Source: an optimization exercise on an open RTL-to-GDS flow (aim: small area, a short achievable clock period and few clock cycles per item). Production flows keep margins and buffers that such runs may drop.
RTL that was checked went through simulation tests only; none was proved equivalent to the original.

==> 07-04: inputs <==
## group_reverse_reorder_unit
module group_reverse_reorder_unit #(
  parameter int MAX_GROUP  = 16,
  parameter int WORD_WIDTH = 32
) (
  input  logic                                     clk,
  input  logic                                     rst,
  input  logic                                     cfg_we,
  input  logic [grr_pkg::CFG_W-1:0]                cfg_data,
  input  logic                                     s_tvalid,
  output logic                                     s_tready,
  input  logic [((WORD_WIDTH + 7) / 8) * 8 - 1:0]  s_tdata,   
  input  logic                                     s_tlast,
  output logic                                     m_tvalid,
  input  logic                                     m_tready,
  output logic [((WORD_WIDTH + 7) / 8) * 8 - 1:0]  m_tdata,   
  output logic                                     m_tlast
);
  localparam int TDATA_W = ((WORD_WIDTH + 7) / 8) * 8;
  localparam int NS      = (MAX_GROUP > 1) ? MAX_GROUP : 2;
  localparam int AW      = $clog2(NS);
  localparam int KW      = ($clog2(MAX_GROUP + 1) > grr_pkg::CFG_W) ?
                           $clog2(MAX_GROUP + 1) : grr_pkg::CFG_W;
  typedef struct packed {
    logic [AW-1:0] start;
  ...
==> flow/config.mk <==
export PLATFORM = sky130hd
export DESIGN_NAME = group_reverse_reorder_unit
export DESIGN_NICKNAME = group_reverse_reorder_unit
export VERILOG_FILES = /design/flow/design.v
export SDC_FILE = /design/flow/constraint.sdc
export NUM_CORES = 4
export LEC_CHECK = 0
export CAP_MARGIN = 20
export CORE_MARGIN = 2
export CORE_UTILIZATION = 60
export CTS_CLUSTER_DIAMETER = 50
export CTS_CLUSTER_SIZE = 40
export PLACE_DENSITY = 0.72
export SETUP_SLACK_MARGIN = 2.7
export SLEW_MARGIN = 20
export TNS_END_PERCENT = 10
==> flow/constraint.sdc <==
create_clock -name core_clock -period 4.5 [get_ports {clk}]
set_input_delay 0.9000 -clock core_clock [delete_from_list [all_inputs] [get_ports {clk}]]
set_output_delay 0.9000 -clock core_clock [all_outputs]
set_load 0.01 [all_outputs]
run.sh (not shown) runs the stock make flow with config.mk's settings and CLKGATE_MAP_FILE= SYNTH_SCRIPT=/design/flow/synth_recipe.tcl, a recipe that flattens the netlist after the stock synthesis.
==> inputs of 02-05, as changes to 07-04 <==
--- a/flow/design.v
+++ b/flow/design.v
@@ -43,15 +43,15 @@
     logic          dir;
     logic [AW-1:0] left;
     logic          fin;
   } desc_t;
   logic [grr_pkg::CFG_W-1:0] group_size;
   logic [WORD_WIDTH-1:0] mem [NS];
   logic [NS-1:0]         occ;        
-  logic [NS-1:0]         wsel;       
+  logic [AW-1:0]         wp;         
   logic                  wd;         
   logic [AW-1:0]         gstart;     
   logic [AW-1:0]         fill;       
   logic                  fz;         
   logic                  wf;         
   logic                  rdy;
   logic                  ract;
@@ -73,17 +73,14 @@
   logic                  rd_fire;
   logic                  take;
   logic                  bypass;
   logic                  turn;
   logic                  newd_v;
   desc_t                 newd;
   desc_t                 nxt;
-  logic [NS-1:0]         wstep;      
-  logic [NS-1:0]         wback;      
-  logic [AW-1:0]         wp;
   logic [AW-1:0]         wp_step;
   logic [AW-1:0]         wp_back;
   logic [AW-1:0]         fill_n;
   logic                  pv0_n;
   logic                  pv1_n;
   logic                  free_n;
   logic [NS-1:0]         rsel_n;
@@ -95,26 +92,16 @@
   assign close    = wf || s_tlast;
   assign accept   = s_tvalid && rdy;
   assign oload    = !ov || m_tready;
   assign rd_fire  = oload && ract;
   assign take     = !ract || (rd_fire && rl);
   assign bypass   = accept && (wf || (s_tlast && fz)) && !ract && oload;
   assign turn     = bypass && wf;
-  assign wstep    = wd ? {wsel[0], wsel[NS-1:1]} : {wsel[NS-2:0], wsel[NS-1]};
-  assign wback    = wd ? {wsel[NS-2:0], wsel[NS-1]} : {wsel[0], wsel[NS-1:1]};
-  always_comb begin
-    wp      = '0;
-    wp_step = '0;
-    wp_back = '0;
-    for (int i = 0; i < NS; i++) begin
-      wp      = wp      | (wsel[i]  ? AW'(i) : '0);
-      wp_step = wp_step | (wstep[i] ? AW'(i) : '0);
-      wp_back = wp_back | (wback[i] ? AW'(i) : '0);
-    end
-  end
+  assign wp_step  = wd ? (wp - AW'(1)) : (wp + AW'(1));
+  assign wp_back  = wd ? (wp + AW'(1)) : (wp - AW'(1));
   always_comb begin
     newd_v     = accept && close && !(bypass && fz);
     newd.start = gstart;
     newd.dir   = wd;
     newd.left  = fill;
     newd.fin   = s_tlast;
     if (wf) begin
@@ -142,43 +129,34 @@
       end else begin
         pv0_n = 1'b1;
       end
     end
   end
   always_comb begin
     if (accept && !turn) begin
-      free_n = !(|(occ & wstep)) || (rd_fire && |(rsel & wstep));
+      free_n = !occ[wp_step] || (rd_fire && rsel[wp_step]);
     end else if (accept) begin
       free_n = 1'b1;
     end else begin
-      free_n = !(|(occ & wsel)) || (rd_fire && |(rsel & wsel));
+      free_n = !occ[wp] || (rd_fire && rsel[wp]);
     end
   end
   always_comb begin
     fill_n = fill;
     if (accept) begin
       fill_n = close ? '0 : (fill + AW'(1));
     end
   end
-  logic [NS-1:0] dec_wp;
-  logic [NS-1:0] dec_back;
-  logic [NS-1:0] dec_gs;
-  logic [NS-1:0] dec_p0;
-  logic [NS-1:0] dec_new;
-  always_comb begin
-    dec_wp = wsel;
-    dec_gs = '0;
-    dec_gs[gstart] = 1'b1;
-    dec_p0 = '0;
-    dec_p0[p0.start] = 1'b1;
-    dec_back = wback;
-    dec_new = !wf ? dec_gs : (bypass ? dec_back : dec_wp);
+  always_comb begin
     rsel_n = rsel;
     if (take) begin
-      rsel_n = pv0 ? dec_p0 : (newd_v ? dec_new : '0);
+      rsel_n = '0;
+      if (pv0 || newd_v) begin
+        rsel_n[nxt.start] = 1'b1;
+      end
     end else if (rd_fire) begin
       rsel_n = rdir ? {rsel[0], rsel[NS-1:1]} : {rsel[NS-2:0], rsel[NS-1]};
     end
   end
   always_comb begin
     rd_word = ract ? '0 : s_tdata[WORD_WIDTH-1:0];
     for (int i = 0; i < NS; i++) begin
@@ -189,24 +167,22 @@
     if (rst) begin
       group_size <= grr_pkg::GROUP_SIZE_RESET;
     end else if (cfg_we) begin
       group_size <= cfg_data;
     end
   end
   always_ff @(posedge clk) begin
-    for (int i = 0; i < NS; i++) begin
-      if (accept && wsel[i]) begin
-        mem[i] <= s_tdata[WORD_WIDTH-1:0];
-      end
+    if (accept) begin
+      mem[wp] <= s_tdata[WORD_WIDTH-1:0];
     end
   end
   always_ff @(posedge clk) begin
     if (rst) begin
       occ    <= '0;
-      wsel   <= NS'(1);
+      wp     <= '0;
       wd     <= 1'b0;
       gstart <= '0;
       fill   <= '0;
       fz     <= 1'b1;
       wf     <= 1'b0;
       rdy    <= 1'b1;
       ract   <= 1'b0;
@@ -215,20 +191,20 @@
       pv1    <= 1'b0;
       ov     <= 1'b0;
     end else begin
       for (int i = 0; i < NS; i++) begin
         if (rd_fire && rsel[i]) begin
           occ[i] <= 1'b0;
         end
-        if (accept && !bypass && wsel[i]) begin
+        if (accept && !bypass && wp == AW'(i)) begin
           occ[i] <= 1'b1;
         end
       end
       if (accept && !turn) begin
-        wsel <= wstep;
+        wp <= wp_step;
       end
       if (turn) begin
         wd <= !wd;
       end
       if (accept && close) begin
         gstart <= turn ? wp : wp_step;
       end
==> flow/config.mk (replaced) <==
export PLATFORM = sky130hd
export DESIGN_NAME = group_reverse_reorder_unit
export DESIGN_NICKNAME = group_reverse_reorder_unit
export VERILOG_FILES = /design/flow/design.v
export SDC_FILE = /design/flow/constraint.sdc
export NUM_CORES = 4
export LEC_CHECK = 0
export CAP_MARGIN = 20
export CORE_MARGIN = 2
export CORE_UTILIZATION = 40
export SETUP_SLACK_MARGIN = 2.5
export SLEW_MARGIN = 20
export TNS_END_PERCENT = 10
==> inputs of 05-01, as changes to 07-04 <==
--- a/flow/design.v
+++ b/flow/design.v
@@ -43,23 +43,23 @@
     logic          dir;
     logic [AW-1:0] left;
     logic          fin;
   } desc_t;
   logic [grr_pkg::CFG_W-1:0] group_size;
   logic [WORD_WIDTH-1:0] mem [NS];
   logic [NS-1:0]         occ;        
-  logic [NS-1:0]         wsel;       
+  logic [AW-1:0]         wp;         
   logic                  wd;         
   logic [AW-1:0]         gstart;     
   logic [AW-1:0]         fill;       
   logic                  fz;         
   logic                  wf;         
   logic                  rdy;
   logic                  ract;
-  logic [NS-1:0]         rsel;       
+  logic [AW-1:0]         rp;
   logic                  rdir;
   logic [AW-1:0]         rleft;      
   logic                  rl;         
   logic                  rfin;
   logic                  pv0;
   logic                  pv1;
   desc_t                 p0;
@@ -73,48 +73,33 @@
   logic                  rd_fire;
   logic                  take;
   logic                  bypass;
   logic                  turn;
   logic                  newd_v;
   desc_t                 newd;
   desc_t                 nxt;
-  logic [NS-1:0]         wstep;      
-  logic [NS-1:0]         wback;      
-  logic [AW-1:0]         wp;
   logic [AW-1:0]         wp_step;
   logic [AW-1:0]         wp_back;
   logic [AW-1:0]         fill_n;
   logic                  pv0_n;
   logic                  pv1_n;
   logic                  free_n;
-  logic [NS-1:0]         rsel_n;
-  logic [WORD_WIDTH-1:0] rd_word;
   logic                  k1;         
   logic                  wf2;        
   assign k1       = (grr_pkg::eff_group(group_size, MAX_GROUP) == grr_pkg::CFG_W'(1));
   assign wf2      = (KW'(fill) + KW'(2)) >= KW'(grr_pkg::eff_group(group_size, MAX_GROUP));
   assign close    = wf || s_tlast;
   assign accept   = s_tvalid && rdy;
   assign oload    = !ov || m_tready;
   assign rd_fire  = oload && ract;
   assign take     = !ract || (rd_fire && rl);
   assign bypass   = accept && (wf || (s_tlast && fz)) && !ract && oload;
   assign turn     = bypass && wf;
-  assign wstep    = wd ? {wsel[0], wsel[NS-1:1]} : {wsel[NS-2:0], wsel[NS-1]};
-  assign wback    = wd ? {wsel[NS-2:0], wsel[NS-1]} : {wsel[0], wsel[NS-1:1]};
-  always_comb begin
-    wp      = '0;
-    wp_step = '0;
-    wp_back = '0;
-    for (int i = 0; i < NS; i++) begin
-      wp      = wp      | (wsel[i]  ? AW'(i) : '0);
-      wp_step = wp_step | (wstep[i] ? AW'(i) : '0);
-      wp_back = wp_back | (wback[i] ? AW'(i) : '0);
-    end
-  end
+  assign wp_step  = wd ? (wp - AW'(1)) : (wp + AW'(1));
+  assign wp_back  = wd ? (wp + AW'(1)) : (wp - AW'(1));
   always_comb begin
     newd_v     = accept && close && !(bypass && fz);
     newd.start = gstart;
     newd.dir   = wd;
     newd.left  = fill;
     newd.fin   = s_tlast;
     if (wf) begin
@@ -142,93 +127,64 @@
       end else begin
         pv0_n = 1'b1;
       end
     end
   end
   always_comb begin
     if (accept && !turn) begin
-      free_n = !(|(occ & wstep)) || (rd_fire && |(rsel & wstep));
+      free_n = !occ[wp_step] || (rd_fire && rp == wp_step);
     end else if (accept) begin
       free_n = 1'b1;
     end else begin
-      free_n = !(|(occ & wsel)) || (rd_fire && |(rsel & wsel));
+      free_n = !occ[wp] || (rd_fire && rp == wp);
     end
   end
   always_comb begin
     fill_n = fill;
     if (accept) begin
       fill_n = close ? '0 : (fill + AW'(1));
-    end
-  end
-  logic [NS-1:0] dec_wp;
-  logic [NS-1:0] dec_back;
-  logic [NS-1:0] dec_gs;
-  logic [NS-1:0] dec_p0;
-  logic [NS-1:0] dec_new;
-  always_comb begin
-    dec_wp = wsel;
-    dec_gs = '0;
-    dec_gs[gstart] = 1'b1;
-    dec_p0 = '0;
-    dec_p0[p0.start] = 1'b1;
-    dec_back = wback;
-    dec_new = !wf ? dec_gs : (bypass ? dec_back : dec_wp);
-    rsel_n = rsel;
-    if (take) begin
-      rsel_n = pv0 ? dec_p0 : (newd_v ? dec_new : '0);
-    end else if (rd_fire) begin
-      rsel_n = rdir ? {rsel[0], rsel[NS-1:1]} : {rsel[NS-2:0], rsel[NS-1]};
-    end
-  end
-  always_comb begin
-    rd_word = ract ? '0 : s_tdata[WORD_WIDTH-1:0];
-    for (int i = 0; i < NS; i++) begin
-      rd_word = rd_word | ({WORD_WIDTH{rsel[i]}} & mem[i]);
     end
   end
   always_ff @(posedge clk) begin
     if (rst) begin
       group_size <= grr_pkg::GROUP_SIZE_RESET;
     end else if (cfg_we) begin
       group_size <= cfg_data;
     end
   end
   always_ff @(posedge clk) begin
-    for (int i = 0; i < NS; i++) begin
-      if (accept && wsel[i]) begin
-        mem[i] <= s_tdata[WORD_WIDTH-1:0];
-      end
+    if (accept) begin
+      mem[wp] <= s_tdata[WORD_WIDTH-1:0];
     end
   end
   always_ff @(posedge clk) begin
     if (rst) begin
       occ    <= '0;
-      wsel   <= NS'(1);
+      wp     <= '0;
       wd     <= 1'b0;
       gstart <= '0;
       fill   <= '0;
       fz     <= 1'b1;
       wf     <= 1'b0;
       rdy    <= 1'b1;
       ract   <= 1'b0;
-      rsel   <= '0;
       pv0    <= 1'b0;
       pv1    <= 1'b0;
       ov     <= 1'b0;
     end else begin
       for (int i = 0; i < NS; i++) begin
-        if (rd_fire && rsel[i]) begin
+        if (rd_fire && rp == AW'(i)) begin
           occ[i] <= 1'b0;
         end
-        if (accept && !bypass && wsel[i]) begin
+        if (accept && !bypass && wp == AW'(i)) begin
           occ[i] <= 1'b1;
         end
       end
       if (accept && !turn) begin
-        wsel <= wstep;
+        wp <= wp_step;
       end
       if (turn) begin
         wd <= !wd;
       end
       if (accept && close) begin
         gstart <= turn ? wp : wp_step;
       end
@@ -241,39 +197,43 @@
       end
       rdy  <= free_n && !pv1_n;
       pv0  <= pv0_n;
       pv1  <= pv1_n;
       if (take) begin
         ract <= pv0 || newd_v;
       end
-      rsel <= rsel_n;
       if (oload) begin
         ov <= ract || bypass;
       end
     end
   end
   always_ff @(posedge clk) begin
     if (take) begin
+      rp    <= nxt.start;
       rdir  <= nxt.dir;
       rleft <= nxt.left;
       rl    <= (nxt.left == '0);
       rfin  <= nxt.fin;
     end else if (rd_fire) begin
+      rp    <= rdir ? (rp - AW'(1)) : (rp + AW'(1));
       rleft <= rleft - AW'(1);
       rl    <= (rleft == AW'(1));
     end
     if (take ? pv0 : (newd_v && !pv0)) begin
       p0 <= (take && pv1) ? p1 : newd;
     end
     if (newd_v) begin
       p1 <= newd;
     end
-    if (oload && (ract || bypass)) begin
-      odata <= rd_word;
-      olast <= ract ? (rfin && rl) : (s_tlast && fz);
+    if (rd_fire) begin
+      odata <= mem[rp];
+      olast <= rfin && rl;
+    end else if (bypass) begin
+      odata <= s_tdata[WORD_WIDTH-1:0];
+      olast <= s_tlast && fz;
     end
   end
   assign s_tready = rdy;
   assign m_tvalid = ov;
   assign m_tdata  = TDATA_W'(odata);
   assign m_tlast  = olast;
 endmodule
==> flow/config.mk (replaced) <==
export PLATFORM = sky130hd
export DESIGN_NAME = group_reverse_reorder_unit
export DESIGN_NICKNAME = group_reverse_reorder_unit
export VERILOG_FILES = /design/flow/design.v
export SDC_FILE = /design/flow/constraint.sdc
export NUM_CORES = 4
export LEC_CHECK = 0
export CAP_MARGIN = 20
export CORE_MARGIN = 2
export CORE_UTILIZATION = 60
export PLACE_DENSITY = 0.72
export SETUP_SLACK_MARGIN = 2.5
export SLEW_MARGIN = 20
export TNS_END_PERCENT = 10
==> results.cfg <==
[power_and_ir_drop]
peakVddDrop_mv = 0.331

[grt]
grt_pass1_vias = 13600

[setup_path]
critical_path_buf_inv_count = 1

[cells_and_area]
final-clk-cell-share_pct = 6.72
drive_above_1_share_pct = 30.1
n_clock_buffer = 71

[routing]
vias = 13300

[place]
place_area_um2 = 26500

[run_status]
status = complete, no violations

[yosys]
yosys.area_share.simple_pct = 5.06

[clock_network]
cts.sinks = 621
the above is filed under 05-01

==> results.cfg <==
[cells_and_area]
final-clk-cell-share_pct = 5.18
drive_above_1_share_pct = 24.0
n_clock_buffer = 45

[clock_network]
cts.sinks = 641

[power_and_ir_drop]
swShare_pct = 27.8
peakVddDrop_mv = 0.484

[setup_path]
critical_path_buf_inv_count = 1

[place]
place_area_um2 = 27400

[grt]
grt_pass1_vias = 17700

[routing]
vias = 18000

[run_status]
status = complete, no violations
the above is filed under 07-04

==> results.cfg <==
[setup_path]
critical_path_buf_inv_count = 3

[grt]
grt.total_usage_pct = 21.3
grt_pass1_vias = 15200

[place]
place_area_um2 = 26600

[routing]
vias = 15500

[run_status]
status = complete, no violations

[yosys]
yosys.area_share.simple_pct = 6.66

[cells_and_area]
n_clock_buffer = 84
drive_above_1_share_pct = 19.8
nFillCells = 5239
final-clk-cell-share_pct = 7.07

[power_and_ir_drop]
peakVddDrop_mv = 0.379

[clock_network]
cts.sinks = 629
the above is filed under 02-05

Testbench counts of 07-04, summed over its fixed seeds: cycles 12,252, items 11,992.
Only the layout flow was run in 02-05 and 05-01; the RTL was not checked for function there.

## what the ideal ports hide
Ports are ideal in the flow. The routed layouts listed here were re-timed in OpenROAD.
Step 1, drivers: a clkbuf_16 drives clk and a buf_2 each remaining input, both assumed.
Step 2, shift: input delay + t, output delay - t, t = (earliest + latest rising clock arrival at the registers) / 2. This alone moves slack from input paths to output paths.
Slacks: no drivers / after step 1 / after step 2; pairs: no drivers / after step 1.
| run | shift t [ns] | setup WS [ns] | worst setup path at the end | slew at the worst register clock pin (ns) |
|---|---|---|---|---|
| 07-04 | 0.665 | 2.323 / 2.264 / 1.739 | input to register | 0.10 / 0.10 |
| 02-05 | 0.663 | 1.947 / 1.947 / 1.348 | input to register | 0.06 / 0.06 |
| 05-01 | 0.663 | 2.216 / 2.216 / 1.678 | input to register | 0.07 / 0.07 |
After both steps setup and hold are still met in every run listed. The setup slack of 02-05, which loses most, moves by 0.000 ns with the drivers and by -0.599 ns with both steps.
